This design comes from an exercise in tuning for small area, a short achievable clock period and few clock cycles per item on the open sky130 flow, not from production work.
The RTL was checked by simulation tests, not by an equivalence proof against the original design.
Power is estimated from default activity; no workload was simulated.

==> job 7819: inputs <==
// neurona_mac
module neurona_mac #(
    parameter int Signo     = 1,
    parameter int Magnitud  = 7,
    parameter int Precision = 24,
    parameter int Width     = Signo + Magnitud + Precision,
    parameter int NEntradas = 4
) (
    input  logic             CLK,
    input  logic             RST,
    input  logic             Inicio,
    input  logic [Width-1:0] Sesgo,
    input  logic             EntradaValida,
    input  logic [Width-1:0] Entrada,
    input  logic [Width-1:0] Peso,
    output logic             Ocupado,
    output logic             Listo,
    output logic [Width-1:0] Salida,
    output logic             Error
);
export LEC_CHECK = 0
export CAP_MARGIN = 20
export CORE_MARGIN = 2
export CORE_UTILIZATION = 40
export SLEW_MARGIN = 20
export SYNTH_HIERARCHICAL = 1
export TNS_END_PERCENT = 0
create_clock -name core_clock -period 13.5 [get_ports {CLK}]
standard.sh (not shown) runs the stock make flow with config.mk's settings and CLKGATE_MAP_FILE= SYNTH_SCRIPT=/design/flow/synth_recipe.tcl, a recipe that flattens the netlist after the stock synthesis.
==> flow/flow/run.sh <==
#!/bin/bash
set -euo pipefail
MARGIN=$(cat flow/margin.txt)
bash standard.sh SETUP_SLACK_MARGIN=$MARGIN finish > orfs_make.log 2>&1
==> flow/flow/margin.txt <==
9.7
==> inputs of job 8405, as changes to job 7819 <==
--- a/flow/design.v
+++ b/flow/design.v
@@ -14,39 +14,46 @@
     input  logic [Width-1:0] Peso,
     output logic             Ocupado,
     output logic             Listo,
     output logic [Width-1:0] Salida,
     output logic             Error
 );
-    logic       ocupado_q, listo_q;
+    logic       ocupado_q, libre_q, listo_q;
     logic [2:0] cuenta_q;
     logic       v1_q, l1_q, v2_q, l2_q;
     logic       acepta, toma, fin;
-    assign acepta = Inicio && !ocupado_q;
-    assign toma   = ocupado_q && EntradaValida && !cuenta_q[2];
+    assign acepta = Inicio && libre_q;
+    assign toma   = !libre_q && EntradaValida && !cuenta_q[2];
     assign fin    = v2_q && l2_q;
     always_ff @(posedge CLK or posedge RST) begin
+        if (RST) libre_q <= 1'b1;
+        else     libre_q <= !(acepta || (!libre_q && !fin));
+    end
+    always_ff @(posedge CLK or posedge RST) begin
         if (RST) begin
             ocupado_q <= 1'b0;
             listo_q   <= 1'b0;
             cuenta_q  <= 3'd0;
             v1_q      <= 1'b0;
             l1_q      <= 1'b0;
             v2_q      <= 1'b0;
             l2_q      <= 1'b0;
         end else begin
-            ocupado_q <= acepta || (ocupado_q && !fin);
+            ocupado_q <= acepta || (!libre_q && !fin);
             listo_q   <= fin;
-            if (!ocupado_q) cuenta_q <= 3'd0;
+            if (libre_q) cuenta_q <= 3'd0;
             else if (toma) cuenta_q <= cuenta_q + 3'd1;
             v1_q <= toma;
             l1_q <= toma && (cuenta_q == 3'(NEntradas - 1));
             v2_q <= v1_q;
             l2_q <= l1_q;
         end
     end
+    localparam bit GATE = 1;
+    localparam bit GATE_NEG = 1;   
+    localparam bit GATE_DIG = 1;   
     logic [31:0] e1_q;
     logic        sg1_q;
     logic [15:0] one1_q, two1_q, neg1_q;
     logic [32:0] wx;
     logic [15:0] one_d, two_d;
     assign wx = {Peso, 1'b0};
@@ -54,35 +61,25 @@
         for (int i = 0; i < 16; i++) begin
             one_d[i] = wx[2*i+1] ^ wx[2*i];
             two_d[i] = (wx[2*i+2] & ~wx[2*i+1] & ~wx[2*i]) | (~wx[2*i+2] & wx[2*i+1] & wx[2*i]);
         end
     end
     always_ff @(posedge CLK) begin
-        e1_q   <= Entrada;
         sg1_q  <= Entrada[31] ^ Peso[31];
-        one1_q <= one_d;
-        two1_q <= two_d;
-        for (int i = 0; i < 16; i++) neg1_q[i] <= Peso[2*i+1];
-    end
-    logic [15:0] onen1_q, twon1_q, negn1_q;
-    always_ff @(posedge CLK) begin
-        onen1_q <= ~one_d;
-        twon1_q <= ~two_d;
-        for (int i = 0; i < 16; i++) negn1_q[i] <= ~Peso[2*i+1];
+        e1_q   <= toma ? Entrada : 32'd0;
+        one1_q <= toma ? one_d : 16'd0;
+        two1_q <= toma ? two_d : 16'd0;
+        for (int i = 0; i < 16; i++) neg1_q[i] <= toma & Peso[2*i+1];
     end
     logic [33:0] ex;
     assign ex = {e1_q[31], e1_q, 1'b0};
-    localparam int SPLIT = 99;
     logic [32:0] pp [16];
     always_comb begin
         for (int i = 0; i < 16; i++)
             for (int j = 0; j < 33; j++)
-                if (j < SPLIT)
-                    pp[i][j] = ((one1_q[i] & ex[j+1]) | (two1_q[i] & ex[j])) ^ neg1_q[i];
-                else
-                    pp[i][j] = ((~onen1_q[i] & ex[j+1]) | (~twon1_q[i] & ex[j])) ^ ~negn1_q[i];
+                pp[i][j] = ((one1_q[i] & ex[j+1]) | (two1_q[i] & ex[j])) ^ neg1_q[i];
     end
     wire pps0 = ~pp[0][32];
     wire pps1 = ~pp[1][32];
     wire pps2 = ~pp[2][32];
     wire pps3 = ~pp[3][32];
     wire pps4 = ~pp[4][32];
@@ -1142,15 +1139,15 @@
     wire c_hs77, c_hc77;
     neurona_mac_ha u_c_ha77 (.a(r0_q[62]), .b(r1_q[62]), .s(c_hs77), .co(c_hc77));
     wire c_hs78, c_hc78;
     neurona_mac_ha u_c_ha78 (.a(r0_q[63]), .b(r1_q[63]), .s(c_hs78), .co(c_hc78));
     wire [63:16] pa = {c_hc77, c_hc76, c_hc75, c_hc74, c_hc73, c_hc72, c_hc71, c_hc70, c_hc69, c_hc68, c_hc67, c_hc66, c_hs66, c_hc65, c_hs65, c_hc64, c_hc63, c_hs63, c_fc429, c_hc62, c_hs62, c_fc427, c_fc426, c_fc425, c_fc424, c_fc423, c_fc422, c_fc421, c_fc420, c_fc419, c_fc418, c_fc417, c_fc416, c_fc415, c_fc414, c_fc413, c_fc412, c_fc411, c_fc410, c_fc409, c_fc408, c_fc407, c_fc406, c_hc61, c_hc60, r2_q[18], r0_q[17], r0_q[16]};
     wire [63:16] pb = {c_hs78, c_hs77, c_hs76, c_hs75, c_hs74, c_hs73, c_hs72, c_hs71, c_hs70, c_hs69, c_hs68, c_hs67, c_fc432, c_fs432, c_fc431, c_fs431, c_hs64, c_fc430, c_fs430, c_fs429, c_fc428, c_fs428, c_fs427, c_fs426, c_fs425, c_fs424, c_fs423, c_fs422, c_fs421, c_fs420, c_fs419, c_fs418, c_fs417, c_fs416, c_fs415, c_fs414, c_fs413, c_fs412, c_fs411, c_fs410, c_fs409, c_fs408, c_fs407, c_fs406, c_hs61, c_hs60, r1_q[17], r1_q[16]};
-    wire        c24;
+        wire        c24;
     wire [8:0] mid_s = {1'b0, pa[23:16]} + {1'b0, pb[23:16]} + {8'd0, cl2_q};
-    assign c24 = mid_s[8];
+        assign c24 = mid_s[8];
     wire s_hs79, s_hc79;
     neurona_mac_ha u_s_ha79 (.a(acc_q[0]), .b(pa[24]), .s(s_hs79), .co(s_hc79));
     wire s_fs433, s_fc433;
     neurona_mac_fa u_s_fa433 (.a(acc_q[1]), .b(pa[25]), .c(pb[25]), .s(s_fs433), .co(s_fc433));
     wire s_fs434, s_fc434;
     neurona_mac_fa u_s_fa434 (.a(acc_q[2]), .b(pa[26]), .c(pb[26]), .s(s_fs434), .co(s_fc434));
@@ -1462,15 +1459,18 @@
     wire sr_s33 = sr_p0[33] ^ sr_c33;
     wire sr_c34 = (sr_g6_33 | (sr_p6_33 & c24));
     wire sr_s34 = sr_p0[34] ^ sr_c34;
     wire sr_c35 = (sr_g6_34 | (sr_p6_34 & c24));
     wire [34:0] sraw = {sr_s34, sr_s33, sr_s32, sr_s31, sr_s30, sr_s29, sr_s28, sr_s27, sr_s26, sr_s25, sr_s24, sr_s23, sr_s22, sr_s21, sr_s20, sr_s19, sr_s18, sr_s17, sr_s16, sr_s15, sr_s14, sr_s13, sr_s12, sr_s11, sr_s10, sr_s9, sr_s8, sr_s7, sr_s6, sr_s5, sr_s4, sr_s3, sr_s2, sr_s1, sr_s0};
     wire [3:0] st0 = xa[34:31] + xb[34:31];
-    wire [3:0] st1 = xa[34:31] + xb[34:31] + 4'd1;
-    wire       oraw = sr_c31 ? !((&st1) || !(|st1)) : !((&st0) || !(|st0));
-    wire       sraw_neg = sr_c31 ? st1[3] : st0[3];
+        wire [3:0] st1 = xa[34:31] + xb[34:31] + 4'd1;
+        wire       c31 = sr_c31;
+        wire       ovf0 = !((&st0) || !(|st0));
+        wire       ovf1 = !((&st1) || !(|st1));
+        wire       oraw = c31 ? ovf1 : ovf0;
+        wire       sraw_neg = c31 ? st1[3] : st0[3];
     wire [30:0] ph_g0 = pa[54:24] & pb[54:24];
     wire [30:0] ph_p0 = pa[54:24] ^ pb[54:24];
     wire ph_g1_1 = ph_g0[1] | (ph_p0[1] & ph_g0[0]);
     wire ph_p1_1 = ph_p0[1] & ph_p0[0];
     wire ph_g1_3 = ph_g0[3] | (ph_p0[3] & ph_g0[2]);
     wire ph_p1_3 = ph_p0[3] & ph_p0[2];
@@ -1681,55 +1681,127 @@
     wire ph_c29 = (ph_g5_28 | (ph_p5_28 & c24));
     wire ph_s29 = ph_p0[29] ^ ph_c29;
     wire ph_c30 = (ph_g5_29 | (ph_p5_29 & c24));
     wire ph_s30 = ph_p0[30] ^ ph_c30;
     wire ph_c31 = (ph_g5_30 | (ph_p5_30 & c24));
     wire [8:0] pt0 = pa[63:55] + pb[63:55];
-    wire [8:0] pt1 = pa[63:55] + pb[63:55] + 9'd1;
-    wire       povf = ph_c31 ? !((&pt1) || !(|pt1)) : !((&pt0) || !(|pt0));
+        wire [8:0] pt1 = pa[63:55] + pb[63:55] + 9'd1;
+        wire       povf = ph_c31 ? !((&pt1) || !(|pt1)) : !((&pt0) || !(|pt0));
     wire [34:0] smax = acc_q + 35'h07FFFFFFF;
     wire [34:0] smin = acc_q + 35'h780000000;
     wire [34:0] ssat = sg2_q ? smin : smax;
     wire [34:0] acc_d = povf ? ssat : sraw;
     wire        osat = !((&ssat[34:31]) || !(|ssat[34:31]));
     wire [32:0] craw = oraw ? {1'b1, sraw_neg ? 32'h80000000 : 32'h7FFFFFFF} : {1'b0, sraw[31:0]};
     wire [32:0] csat = osat ? {1'b1, ssat[34] ? 32'h80000000 : 32'h7FFFFFFF} : {1'b0, ssat[31:0]};
     wire [32:0] cfin = povf ? csat : craw;
+    localparam bit SELMOD = 0;
+    localparam bit TAIL = 1;
+    wire [31:0] salida_d;
+    wire [31:0] satk0 = {st0[3], {31{~st0[3]}}};
+    wire [31:0] satk1 = {st1[3], {31{~st1[3]}}};
+    genvar gb;
+    generate
+        if (SELMOD) begin : g_selmod
+            for (gb = 0; gb < 32; gb++) begin : g_sel
+                neurona_mac_selb u_selb (.s(sraw[gb]), .c(c31), .o0(ovf0), .o1(ovf1), .k0(satk0[gb]),
+                                         .k1(satk1[gb]), .pv(povf), .cs(csat[gb]), .en(fin),
+                                         .q(salida_q[gb]), .y(salida_d[gb]));
+            end
+        end else if (TAIL) begin : g_tail
+            for (gb = 0; gb < 4; gb++) begin : g_sl
+                neurona_mac_sal8 u_sal8 (.s(sraw[8*gb+7:8*gb]), .cs(csat[8*gb+7:8*gb]),
+                                         .q(salida_q[8*gb+7:8*gb]), .k0(satk0[8*gb+7:8*gb]),
+                                         .k1(satk1[8*gb+7:8*gb]), .c(c31), .o0(ovf0), .o1(ovf1),
+                                         .pv(povf), .en(fin), .y(salida_d[8*gb+7:8*gb]));
+            end
+        end
+    endgenerate
     always_ff @(posedge CLK) begin
-        if (!ocupado_q) acc_q <= {{3{Sesgo[31]}}, Sesgo};
-        else if (v2_q) acc_q <= acc_d;
+        if (libre_q) acc_q <= {{3{Sesgo[31]}}, Sesgo};
+        else if (v2_q || GATE) acc_q <= acc_d;
     end
     always_ff @(posedge CLK or posedge RST) begin
         if (RST) begin
             err_q    <= 1'b0;
             salida_q <= 32'd0;
             error_q  <= 1'b0;
         end else begin
-            if (!ocupado_q) err_q <= 1'b0;
-            else if (v2_q) err_q <= err_q | povf;
-            if (fin) begin
-                salida_q <= cfin[31:0];
-                error_q  <= err_q | povf | cfin[32];
-            end
+            if (libre_q) err_q <= 1'b0;
+            else if (v2_q || GATE) err_q <= err_q | povf;
+            salida_q <= salida_d;
+            if (fin) error_q <= err_q | povf | cfin[32];
         end
     end
     assign Ocupado = ocupado_q;
     assign Listo   = listo_q;
     assign Salida  = salida_q;
     assign Error   = error_q;
 endmodule
+module neurona_mac_sal8 (
+    input  logic [7:0] s,
+    input  logic [7:0] cs,
+    input  logic [7:0] q,
+    input  logic [7:0] k0,
+    input  logic [7:0] k1,
+    input  logic       c,
+    input  logic       o0,
+    input  logic       o1,
+    input  logic       pv,
+    input  logic       en,
+    output logic [7:0] y
+);
+    logic       sel;
+    logic [7:0] k;
+    assign sel = c ? o1 : o0;
+    assign k   = c ? k1 : k0;
+    assign y   = !en ? q : pv ? cs : sel ? k : s;
+endmodule
 module neurona_mac_fa (
     input  logic a,
     input  logic b,
     input  logic c,
     output logic s,
     output logic co
 );
     assign s  = a ^ b ^ c;
     assign co = (a & b) | (a & c) | (b & c);
 endmodule
+module neurona_mac_c42 (
+    input  logic a,
+    input  logic b,
+    input  logic c,
+    input  logic d,
+    input  logic ci,
+    output logic s,
+    output logic co,
+    output logic cy
+);
+    logic t, w;
+    assign t  = a ^ b;
+    assign w  = t ^ (c ^ d);
+    assign s  = w ^ ci;
+    assign co = t ? c : a;
+    assign cy = w ? ci : d;
+endmodule
+module neurona_mac_c32 (
+    input  logic a,
+    input  logic b,
+    input  logic c,
+    input  logic ci,
+    output logic s,
+    output logic co,
+    output logic cy
+);
+    logic t, w;
+    assign t  = a ^ b;
+    assign w  = t ^ c;
+    assign s  = w ^ ci;
+    assign co = t ? c : a;
+    assign cy = w & ci;
+endmodule
 module neurona_mac_ha (
     input  logic a,
     input  logic b,
     output logic s,
     output logic co
 );
==> flow/flow/run.sh (replaced) <==
#!/bin/bash
set -euo pipefail
MARGIN=$(cat flow/margin.txt)
bash standard.sh SETUP_SLACK_MARGIN=$MARGIN \
  "BUFFER_PORTS_ARGS=-buffer_cell sky130_fd_sc_hd__buf_1" \
  finish > orfs_make.log 2>&1
==> inputs of job 263, as changes to job 7819 <==
==> flow/config.mk (replaced) <==
export PLATFORM = sky130hd
export DESIGN_NAME = neurona_mac
export DESIGN_NICKNAME = neurona_mac
export VERILOG_FILES = /design/flow/design.v
export SDC_FILE = /design/flow/constraint.sdc
export NUM_CORES = 4
export LEC_CHECK = 0
export CAP_MARGIN = 20
export CORE_MARGIN = 2
export CORE_UTILIZATION = 65
export PLACE_DENSITY = 0.75
export SLEW_MARGIN = 20
export SYNTH_HIERARCHICAL = 1
export TNS_END_PERCENT = 0
==> run summary <==
Clk. pwr=0.000967 W; status=complete, no violations; gr usage total=41.0%; CP Buf/Inv Count=0
Source of the figures above: job 263

==> run summary <==
status=complete, no violations; Final Non-Filler Cells=4031; crit-path max cell delay=between 0.5 and 0.6 ns; gr usage total=between 20% and 30%; CP Buf/Inv Count=0; DR iter-0 viols=~3300; met3 WL post-DR=14.6 mm; Clk. pwr=0.000966 W
Source of the figures above: job 7819

==> run summary <==
CP Buf/Inv Count=1; Clk. pwr=0.000996 W; status=complete, no violations; gr usage total=26.6%
Source of the figures above: job 8405

Testbench counts of job 7819, summed over its fixed seeds: cycles 3,584, items 512.
Testbench counts of job 8405, summed over its fixed seeds: cycles 3,584, items 512.
Testbench counts of job 263, summed over its fixed seeds: cycles 3,584, items 512.

## port drivers added, routing unchanged
Ports are ideal in the flow. The routed layouts listed here were re-timed in OpenROAD. Step 1, drivers: a clkbuf_16 drives CLK and a buf_2 each remaining input, both assumed. Step 2 times the ports against the registers' clock, not the clock port: input delays grow and output delays shrink by t, the midpoint of the rising clock arrivals with the driver on. a / b / c = ideal / step 1 / step 2; a / b = the first two.
| run | t, ns | setup slack, ns | worst setup path after step 2 | clock arrival spread, ns | slew at the worst register clock pin (ns) |
|---|---|---|---|---|---|
| job 7819 | 0.636 | 9.399 / 9.391 / 9.399 | register to register | 0.027 / 0.026 | 0.07 / 0.07 |
| job 8405 | 0.639 | 9.341 / 9.341 / 9.341 | register to register | 0.041 / 0.041 | 0.08 / 0.08 |
| job 263 | 0.610 | 9.354 / 9.354 / 9.354 | register to register | 0.023 / 0.024 | 0.06 / 0.06 |
After both steps every run listed still meets setup and hold.
